This is an optimization exercise on Yosys and OpenROAD, whose aim is small area, a short achievable clock period and few clock cycles, not a production implementation. The RTL was checked by simulation tests, not by an equivalence proof against the original design. Power is estimated from default activity; no workload was simulated.

**design/flow/run.sh**
```bash
#!/bin/bash
# synth_recipe.tcl (not shown) runs the flow's synth.tcl, then flattens the netlist and writes it again
# the make line also repeats each setting of config.mk as NAME=value (left out here)
make -C /OpenROAD-flow-scripts/flow DESIGN_CONFIG=/design/flow/config.mk WORK_HOME=/design/flow/orfs CLKGATE_MAP_FILE= SYNTH_SCRIPT=/design/flow/synth_recipe.tcl finish
```
**design/flow/config.mk**
```make
export PLATFORM = sky130hd
export DESIGN_NAME = ppu_top
export DESIGN_NICKNAME = ppu_top
export VERILOG_FILES = /design/flow/design.v
export SDC_FILE = /design/flow/constraint.sdc
export NUM_CORES = 4
export LEC_CHECK = 0
export CAP_MARGIN = 20
export CORE_MARGIN = 2
export CORE_UTILIZATION = 40
export SLEW_MARGIN = 20
```
**design/flow/constraint.sdc**
```tcl
create_clock -name core_clock -period 26.5 [get_ports {clk}]
set_input_delay 5.3000 -clock core_clock [delete_from_list [all_inputs] [get_ports {clk}]]
set_output_delay 5.3000 -clock core_clock [all_outputs]
set_load 0.01 [all_outputs]
```
**design/flow/design.v**
```verilog
`default_nettype none
package ppu_pkg;
  localparam int ROWS   = 16;                  
  localparam int SPIKES = 16;                  
  typedef logic [$clog2(ROWS)-1:0]     row_id_t;      
  typedef logic [SPIKES-1:0]           spike_pat_t;   
  typedef logic [$clog2(SPIKES+1)-1:0] popcnt_t;      
  typedef logic [ROWS-1:0]             row_mask_t;    
  typedef struct packed {
    row_id_t    addr;
    spike_pat_t pattern;
  } tile_write_t;
  typedef struct packed {
    row_id_t row_id;
    logic    last;                             
  } row_query_t;
  typedef struct packed {
    row_id_t   row_id;
    logic      last;
    row_mask_t subset_mask;                    
  } match_t;
  typedef struct packed {
    row_id_t    row_id;
    row_id_t    prefix_id;                     
    spike_pat_t residual;
    logic       last;
  } task_t;
  typedef enum logic [1:0] {
    SEQ_IDLE,                                  
    SEQ_ISSUE,                                 
    SEQ_DRAIN                                  
  } seq_state_t;
endpackage
`default_nettype wire
`timescale 1ns/1ps
`default_nettype none
module tile_memory
(
  input  logic                    clk,
  input  logic                    rst_n,
  input  logic                    wr_en,       
  input  ppu_pkg::tile_write_t             wr,
  output ppu_pkg::spike_pat_t [ppu_pkg::ROWS-1:0]   patterns,
  output ppu_pkg::popcnt_t    [ppu_pkg::ROWS-1:0]   popcounts
);
  function automatic ppu_pkg::popcnt_t count_ones(input ppu_pkg::spike_pat_t pat);
    ppu_pkg::popcnt_t n;
    n = '0;
    for (int b = 0; b < ppu_pkg::SPIKES; b++) begin
      n = n + pat[b];             
    end
    count_ones = n;
  endfunction
  ppu_pkg::popcnt_t wr_count;                           
  assign wr_count = count_ones(wr.pattern);
  always_ff @(posedge clk) begin
    if (!rst_n) begin
      patterns  <= '0;                         
      popcounts <= '0;
    end else if (wr_en) begin
      patterns[wr.addr]  <= wr.pattern;
      popcounts[wr.addr] <= wr_count;          
    end
  end
endmodule
`default_nettype wire
`timescale 1ns/1ps
`default_nettype none
module tile_sequencer
(
  input  logic       clk,
  input  logic       rst_n,
  input  logic       tile_start,               
  input  logic       tile_wr_valid,
  output logic       tile_wr_ready,
  output logic       mem_wr_en,
  output ppu_pkg::row_query_t query,
  output logic       query_valid,
  input  logic       query_ready,
  input  logic       tile_done,                
  output logic       busy
);
  ppu_pkg::seq_state_t state;
  ppu_pkg::row_id_t    row_cnt;                         
  always_ff @(posedge clk) begin
    if (!rst_n) begin
      state   <= ppu_pkg::SEQ_IDLE;
      row_cnt <= '0;
    end else begin
      case (state)
        ppu_pkg::SEQ_IDLE: begin
          if (tile_start) begin                
            state   <= ppu_pkg::SEQ_ISSUE;
            row_cnt <= '0;
          end
        end
        ppu_pkg::SEQ_ISSUE: begin
          if (query_valid && query_ready) begin
            row_cnt <= row_cnt + 1'b1;
            if (query.last) state <= ppu_pkg::SEQ_DRAIN;
          end
        end
        ppu_pkg::SEQ_DRAIN: if (tile_done) state <= ppu_pkg::SEQ_IDLE;
        default:   state <= ppu_pkg::SEQ_IDLE;
      endcase
    end
  end
  assign tile_wr_ready = (state == ppu_pkg::SEQ_IDLE);
  assign mem_wr_en     = tile_wr_valid && tile_wr_ready;
  assign query_valid  = (state == ppu_pkg::SEQ_ISSUE);
  assign query.row_id = row_cnt;
  assign query.last   = (row_cnt == ppu_pkg::ROWS-1);
  assign busy = (state == ppu_pkg::SEQ_ISSUE) || ((state == ppu_pkg::SEQ_DRAIN) && !tile_done);
endmodule
`default_nettype wire
`timescale 1ns/1ps
`default_nettype none
module subset_detector
(
  input  logic                  clk,
  input  logic                  rst_n,
  input  ppu_pkg::row_query_t            query,
  input  logic                  query_valid,
  output logic                  query_ready,
  input  ppu_pkg::spike_pat_t [ppu_pkg::ROWS-1:0] patterns,
  input  ppu_pkg::popcnt_t    [ppu_pkg::ROWS-1:0] popcounts,
  output ppu_pkg::match_t                match,
  output logic                  match_valid,
  input  logic                  match_ready
);
  ppu_pkg::spike_pat_t q_pat;                           
  ppu_pkg::row_mask_t  hit;
  always_comb begin
    q_pat = patterns[query.row_id];
    for (int r = 0; r < ppu_pkg::ROWS; r++) begin
      hit[r] = (popcounts[r] != '0)                   
            && ((patterns[r] & ~q_pat) == '0)         
            && (query.row_id != r);        
    end
  end
  assign query_ready = !match_valid || match_ready;   
  always_ff @(posedge clk) begin
    if (!rst_n) begin
      match_valid <= 1'b0;
    end else if (query_valid && query_ready) begin
      match_valid <= 1'b1;
    end else if (match_ready) begin
      match_valid <= 1'b0;
    end
  end
  always_ff @(posedge clk) begin
    if (query_valid && query_ready) begin
      match.row_id      <= query.row_id;
      match.last        <= query.last;
      match.subset_mask <= hit;
    end
  end
endmodule
`default_nettype wire
`timescale 1ns/1ps
`default_nettype none
module prefix_selector
(
  input  logic                  clk,
  input  logic                  rst_n,
  input  ppu_pkg::match_t                match,
  input  logic                  match_valid,
  output logic                  match_ready,
  input  ppu_pkg::spike_pat_t [ppu_pkg::ROWS-1:0] patterns,
  input  ppu_pkg::popcnt_t    [ppu_pkg::ROWS-1:0] popcounts,
  output ppu_pkg::task_t                 sel_task,
  output logic                  sel_valid,
  input  logic                  sel_ready
);
  ppu_pkg::row_id_t    best_id;
  ppu_pkg::popcnt_t    best_pc;
  logic       found;                           
  ppu_pkg::spike_pat_t row_pat;
  ppu_pkg::spike_pat_t residual;
  always_comb begin
    best_id = match.row_id;                    
    best_pc = '0;
    found   = 1'b0;
    for (int i = 0; i < ppu_pkg::ROWS; i++) begin
      if (match.subset_mask[i] && (!found || (popcounts[i] > best_pc))) begin
        best_id = i;
        best_pc = popcounts[i];
        found   = 1'b1;
      end
    end
  end
  assign row_pat  = patterns[match.row_id];
  assign residual = found ? (row_pat ^ patterns[best_id]) : row_pat;   
  assign match_ready = !sel_valid || sel_ready;
  always_ff @(posedge clk) begin
    if (!rst_n) begin
      sel_valid <= 1'b0;
    end else if (match_valid && match_ready) begin
      sel_valid <= 1'b1;
    end else if (sel_ready) begin
      sel_valid <= 1'b0;
    end
  end
  always_ff @(posedge clk) begin
    if (match_valid && match_ready) begin
      sel_task.row_id    <= match.row_id;
      sel_task.prefix_id <= best_id;
      sel_task.residual  <= residual;
      sel_task.last      <= match.last;
    end
  end
endmodule
`default_nettype wire
`timescale 1ns/1ps
`default_nettype none
module task_dispatcher
#(
  parameter int TASK_FIFO_DEPTH = 2            
) (
  input  logic  clk,
  input  logic  rst_n,
  input  ppu_pkg::task_t sel_task,
  input  logic  sel_valid,
  output logic  sel_ready,
  output ppu_pkg::task_t task_data,
  output logic  task_valid,
  input  logic  task_ready,
  output logic  tile_done
);
  localparam int PTR_W = $clog2(TASK_FIFO_DEPTH);
  localparam int CNT_W = $clog2(TASK_FIFO_DEPTH + 1);
  logic [24:0]       queue [TASK_FIFO_DEPTH];   
  logic [PTR_W-1:0]  wr_ptr;
  logic [PTR_W-1:0]  rd_ptr;
  logic [CNT_W-1:0]  count;                    
  logic              push;
  logic              pop;
  function automatic logic [PTR_W-1:0] ptr_next(input logic [PTR_W-1:0] p);
    ptr_next = (p == PTR_W'(TASK_FIFO_DEPTH - 1)) ? '0 : p + 1'b1;
  endfunction
  assign task_valid = (count != '0);
  assign task_data  = queue[rd_ptr];           
  assign pop        = task_valid && task_ready;
  assign sel_ready  = (count != CNT_W'(TASK_FIFO_DEPTH)) || task_ready;   
  assign push       = sel_valid && sel_ready;
  always_ff @(posedge clk) begin
    if (!rst_n) begin
      wr_ptr    <= '0;
      rd_ptr    <= '0;
      count     <= '0;
      tile_done <= 1'b0;
    end else begin
      if (push) wr_ptr <= ptr_next(wr_ptr);
      if (pop)  rd_ptr <= ptr_next(rd_ptr);
      case ({push, pop})
        2'b10:   count <= count + 1'b1;
        2'b01:   count <= count - 1'b1;
        default: count <= count;               
      endcase
      tile_done <= pop && task_data.last;      
    end
  end
  always_ff @(posedge clk) begin
    if (push) queue[wr_ptr] <= sel_task;
  end
endmodule
`default_nettype wire
`timescale 1ns/1ps
`default_nettype none
module ppu_top
#(
  parameter int TASK_FIFO_DEPTH = 2
) (
  input  logic        clk,
  input  logic        rst_n,
  input  logic        tile_wr_valid,           
  output logic        tile_wr_ready,
  input  logic [19:0] tile_wr,                 
  input  logic        tile_start,              
  output logic        busy,
  output logic        tile_done,
  output logic        task_valid,              
  input  logic        task_ready,
  output logic [24:0] task_data                
);
  logic                  mem_wr_en;
  ppu_pkg::spike_pat_t [ppu_pkg::ROWS-1:0] patterns;
  ppu_pkg::popcnt_t    [ppu_pkg::ROWS-1:0] popcounts;
  ppu_pkg::row_query_t            query;
  logic                  query_valid, query_ready;
  ppu_pkg::match_t                match;
  logic                  match_valid, match_ready;
  ppu_pkg::task_t                 sel_task;
  ppu_pkg::task_t                 task_q;
  assign task_data = task_q;
  logic                  sel_valid, sel_ready;
  tile_memory i_tile_memory (
    .clk, .rst_n, .wr_en(mem_wr_en), .wr(tile_wr), .patterns, .popcounts
  );
  tile_sequencer i_tile_sequencer (
    .clk, .rst_n, .tile_start, .tile_wr_valid, .tile_wr_ready, .mem_wr_en,
    .query, .query_valid, .query_ready, .tile_done, .busy
  );
  subset_detector i_subset_detector (
    .clk, .rst_n, .query, .query_valid, .query_ready, .patterns, .popcounts,
    .match, .match_valid, .match_ready
  );
  prefix_selector i_prefix_selector (
    .clk, .rst_n, .match, .match_valid, .match_ready, .patterns, .popcounts,
    .sel_task, .sel_valid, .sel_ready
  );
  task_dispatcher #(
    .TASK_FIFO_DEPTH(TASK_FIFO_DEPTH)
  ) i_task_dispatcher (
    .clk, .rst_n, .sel_task, .sel_valid, .sel_ready,
    .task_data(task_q), .task_valid, .task_ready, .tile_done
  );
endmodule
`default_nettype wire
```
==> run summary <==
-- repair_timing --
action / in CTS / in global routing
pin swaps: 7 / 45
buffers inserted: 6 / 29
endpoints found under the setup margin: 16 / 20
cloned: 0 / 3
hold buffers: 0 / 0
resized for setup: 27 / 129
-- worst max-delay path, delay by kind of cell (launching register included) --
kind            cells  cell delay, ns
compound gates     55            9.31
flops               1            0.34
buf+inv            19            2.11
xor+xnor            1            0.20
simple gates       40            6.50
fa+ha+maj          16            4.66
mux                 9            2.29
-- synthesized netlist by cell type, types with 49 or more instances --
library cell / instances
o21ai_0: 85
a21boi_0: 134
mux4_2: 144
edfxtp_1: 96
a22oi_1: 181
and2_1: 50
nand2_1: 402
mux2i_1: 68
ha_1: 82
inv_1: 92
nand3_1: 113
clkbuf_1: 202
nor2_1: 115
a21oi_1: 81
dfxtp_1: 350
mux2_2: 92
a32oi_1: 49
nor2b_1: 225
-- worst max-delay path by stage --
stage                                          start                        endpoint  slack [ns]  cells past startpoint
after floorplan           i_subset_detector.match[0]  i_prefix_selector.sel_task[11]       0.006                    137
after global placement    i_subset_detector.match[0]  i_prefix_selector.sel_task[11]       -0.46                    136
after detailed placement  i_subset_detector.match[0]  i_prefix_selector.sel_task[11]       -1.46                    136
after CTS                 i_subset_detector.match[0]   i_prefix_selector.sel_task[6]        0.08                    135
after global routing      i_subset_detector.match[0]  i_prefix_selector.sel_task[16]       -0.35                    144
final                     i_subset_detector.match[0]  i_prefix_selector.sel_task[10]        0.78                    140
-- layout make-up --
type / instances / area (sq um)
antenna: 4 / 10.0
clock buffer: 70 / 1490
clock inverter: 28 / 380
fill: 6670 / 38000
inverter: 94 / 355
multi-input combinational: 2309 / 18500
sequential: 446 / 9900
tap: 950 / 1190
timing repair buffer: 197 / 1660
-- power by group --
| group | leakage [nW] | internal (W) | total (W) | switching [W] |
|---|---|---|---|---|
| Combinational | 6.88 | 0.00119 | 0.00369 | 0.00250 |
| Sequential | 3.72 | 0.000791 | 0.000837 | 0.0000463 |
| Clock | 0.910 | 0.000475 | 0.000794 | 0.000319 |
-- registers in the layout (all words and copies together) (netlist names), named ones only --
register and cells:
i_tile_memory.patterns 256, i_tile_memory.popcounts 80, i_task_dispatcher.queue 50, i_prefix_selector.sel_task 25, i_subset_detector.match 21, i_tile_sequencer.row_cnt 4
i_task_dispatcher.count 2, i_tile_sequencer.state 2, i_prefix_selector.sel_valid 1, i_subset_detector.match_valid 1, i_task_dispatcher.rd_ptr 1, i_task_dispatcher.tile_done 1
i_task_dispatcher.wr_ptr 1
-- through the flow --
| step | std cells | total power [W] |
|---|---|---|
| floorplan | 3081 | 0.00271 |
| global placement | 3958 | 0.00405 |
| detailed placement | 3958 | 0.00406 |
| CTS | 4062 | 0.00490 |
| global route | 4094 | 0.00541 |
| finish | 4098 | 0.00532 |
-- per-layer routing --
layer	track usage, %	vias up
met2	54.6	1921
met1	45.5	13827
met3	9.00	473
met5	0	-
met4	24.0	10
li1	-	11634
-- cells by family (layout without fill, tap and decap cells) --
logic type | Yosys count | count (layout) | synth area share (%)
AOI/OAI and AO/OA | 797 | 800 | 20.4
xor gates and xnor gates | 31 | 31 | 0.939
adders and majority gates | 93 | 93 | 4.28
buffers and inverters | 329 | 389 | 4.40
DFF | 446 | 446 | 34.2
muxes | 305 | 305 | 17.2
other | 0 | 4 | 0
and+or+nand+nor | 1080 | 1080 | 18.5
==> Flow_metrics.wiki <==
{| class="wikitable"
! Metric !! Value
|-
| Root buffer selected by CTS || clkbuf_16
|-
| Iteration count of the initial detailed-routing pass || 8
|-
| Number of antenna violations at the first check in global routing || 11
|-
| Hold endpoint || i_prefix_selector.sel_task[0]
|-
| Slowest CP cell || or4_4
|-
| Required time worst endpoint || 26.85 ns
|-
| Type of the worst setup path || flip-flop to flip-flop
|-
| H-tree levels || 2
|-
| Met2 wire len || 60,000 um
|-
| Clock period minus worst slack || 25.72 ns
|-
| Top-level I/O count || 54
|-
| Max-capacitance violation count || 0
|-
| Most common library cell in the layout ignoring fill and taps || nand2_1
|-
| Relative slew slack || 17.3%
|-
| Arrival time worst endpoint || 26.07 ns
|-
| Synthesized cell area || 28,900 sq um
|-
| Post-route DRC || 0
|-
| Result of the run || finished clean
|-
| Share of flip-flops with an asynchronous set or reset after synthesis || 0%
|-
| Reg2reg end || i_prefix_selector.sel_task[10]
|-
| Most frequent cells in the layout || nand2_1, dfxtp_1, nor2b_1
|-
| Leading post-synthesis cells by cell area || dfxtp_1, mux4_2, edfxtp_1
|-
| Final Net Count || 3,218
|-
| Antenna Violating Nets Remaining || 0
|-
| Total of buffers placed on input and output ports || 53
|-
| Site row count || 98
|-
| Detail Route met3 WL || 14,700 um
|-
| Flop and latch count out of synthesis || 446
|-
| Number of buffers created by CTS || 53
|-
| Net count of the mapped netlist || 3,198
|-
| Setup_tns || 0 ns
|-
| Detailed Route WL || 138,000 um
|-
| Post-synthesis cell type count || 87
|-
| Vias per std cell || 6.80
|-
| Count of cells along the worst register-to-register path || 140
|-
| Number of global-route vias before repair || 26,146
|-
| Worst hold path stage count || 0
|-
| Worst hold path type || flip-flop to flip-flop
|-
| LEAKAGE || 11.5 nW
|-
| Met1 wire length || 52,300 um
|-
| Number of endpoints with negative hold slack in the final report || 0
|-
| P per Cell Area || 159 nW/um^2
|-
| Worst-case clock buffer depth || 3
|-
| Post-route worst setup slack || 0.779 ns
|-
| Post-detailed-route wirelength per cell || 33.8 um
|-
| Synthesized area per cell || 9.38 sq um
|-
| Die height || 273 um
|-
| Total setup violations reported at the end of the flow || 0
|-
| Fin area || 33,500 sq um
|-
| Most prevalent standard cell on the critical path || ha_1
|-
| Max rail drop VDD || 283 uV
|-
| Gp weighted congestion || 1.03
|-
| Share of Yosys cell area claimed by the top area cell type || 24.2%
|-
| Worst reg2reg path startpoint || i_subset_detector.match[0]
|-
| Dominant cell type by area after synthesis || dfxtp_1
|-
| Remaining global-route overflow || 0
|-
| Signed area change from the synthesized netlist to the final layout || 15.9%
|-
| Post-layout util || 46.8%
|-
| Final worst-path cycle share || 97.1%
|-
| Std-Cell Core Area || 71,500 sq um
|-
| Prevailing post-synth register cell || dfxtp_1
|-
| Post-place instance area || 30,700 sq um
|-
| Worst slack at placement || -1.46 ns
|-
| FMAX || 38.9 MHz
|-
| DP Wirelength || 97,400 um
|-
| All-layer global routing usage || 36.0%
|-
| Yosys warning total || 5
|-
| Clock network latency to the later pin of the worst-skew pair || 0.65 ns
|-
| Horizontal die dimension || 273 um
|-
| Post-Route Skew || 0.0457 ns
|-
| Sinks on the clock net || 446
|-
| Sequential element share of the synthesized area || 34.2%
|-
| Highest signal layer in the routed design || met5
|-
| Max Transition Viols Final || 0
|-
| Slowest Stage Delay on Critical Path || 0.52 ns
|-
| Initial standard-cell utilization of the core || 40.4%
|-
| Hold path startpoint || i_subset_detector.match[16]
|-
| Share of layout cells above drive strength 1 || 19.8%
|-
| Worst-path fanout max || 16
|-
| DR vias || 27,865
|-
| Number of flops mapped to enable cells by yosys || 96
|-
| Mapped Cells || 3,081
|-
| CTS tree || yes
|-
| Area of the die || 74,400 sq um
|-
| Initial DRC count || 3,768
|-
| First-pass GRT wire length || 194,000 um
|-
| Worst Max-Slew Pin Slew || 1.24 ns
|-
| Maximum number of pins on one net before global-route repair || 124
|-
| Startpoint types || flip-flop
|-
| Kind of capture point of the worst setup path || flip-flop
|-
| Setup slack of the worst register-to-register path || 0.78 ns
|-
| Reg clk slew, reported paths || 0.06 ns
|-
| Hold Worst Slack || 0.435 ns
|}
Testbench counts, summed over its fixed seeds: cycles 7,104.

[separate check: timing with driven ports]
The results above use ideal ports. As a check the final layout listed here was re-extracted and re-timed, cells and wires unchanged.
Step 1: set_driving_cell puts a clkbuf_16 on clk and a buf_2 on each other input, an assumption about the parent block.
Step 2 also shifts input and output timing later by t, the mid clock arrival at the registers, as if the neighbouring blocks saw the same clock.
Three values: ideal ports, drivers, drivers and shift; two values: the first two.
shift t [ns]: 0.686
setup slack, ns: 0.779 / 0.779 / 0.779
worst setup path after step 2: register to register
After both steps setup and hold are still met in this run. The setup slack of this run moves by 0.000 ns with the drivers and by 0.000 ns with both steps.
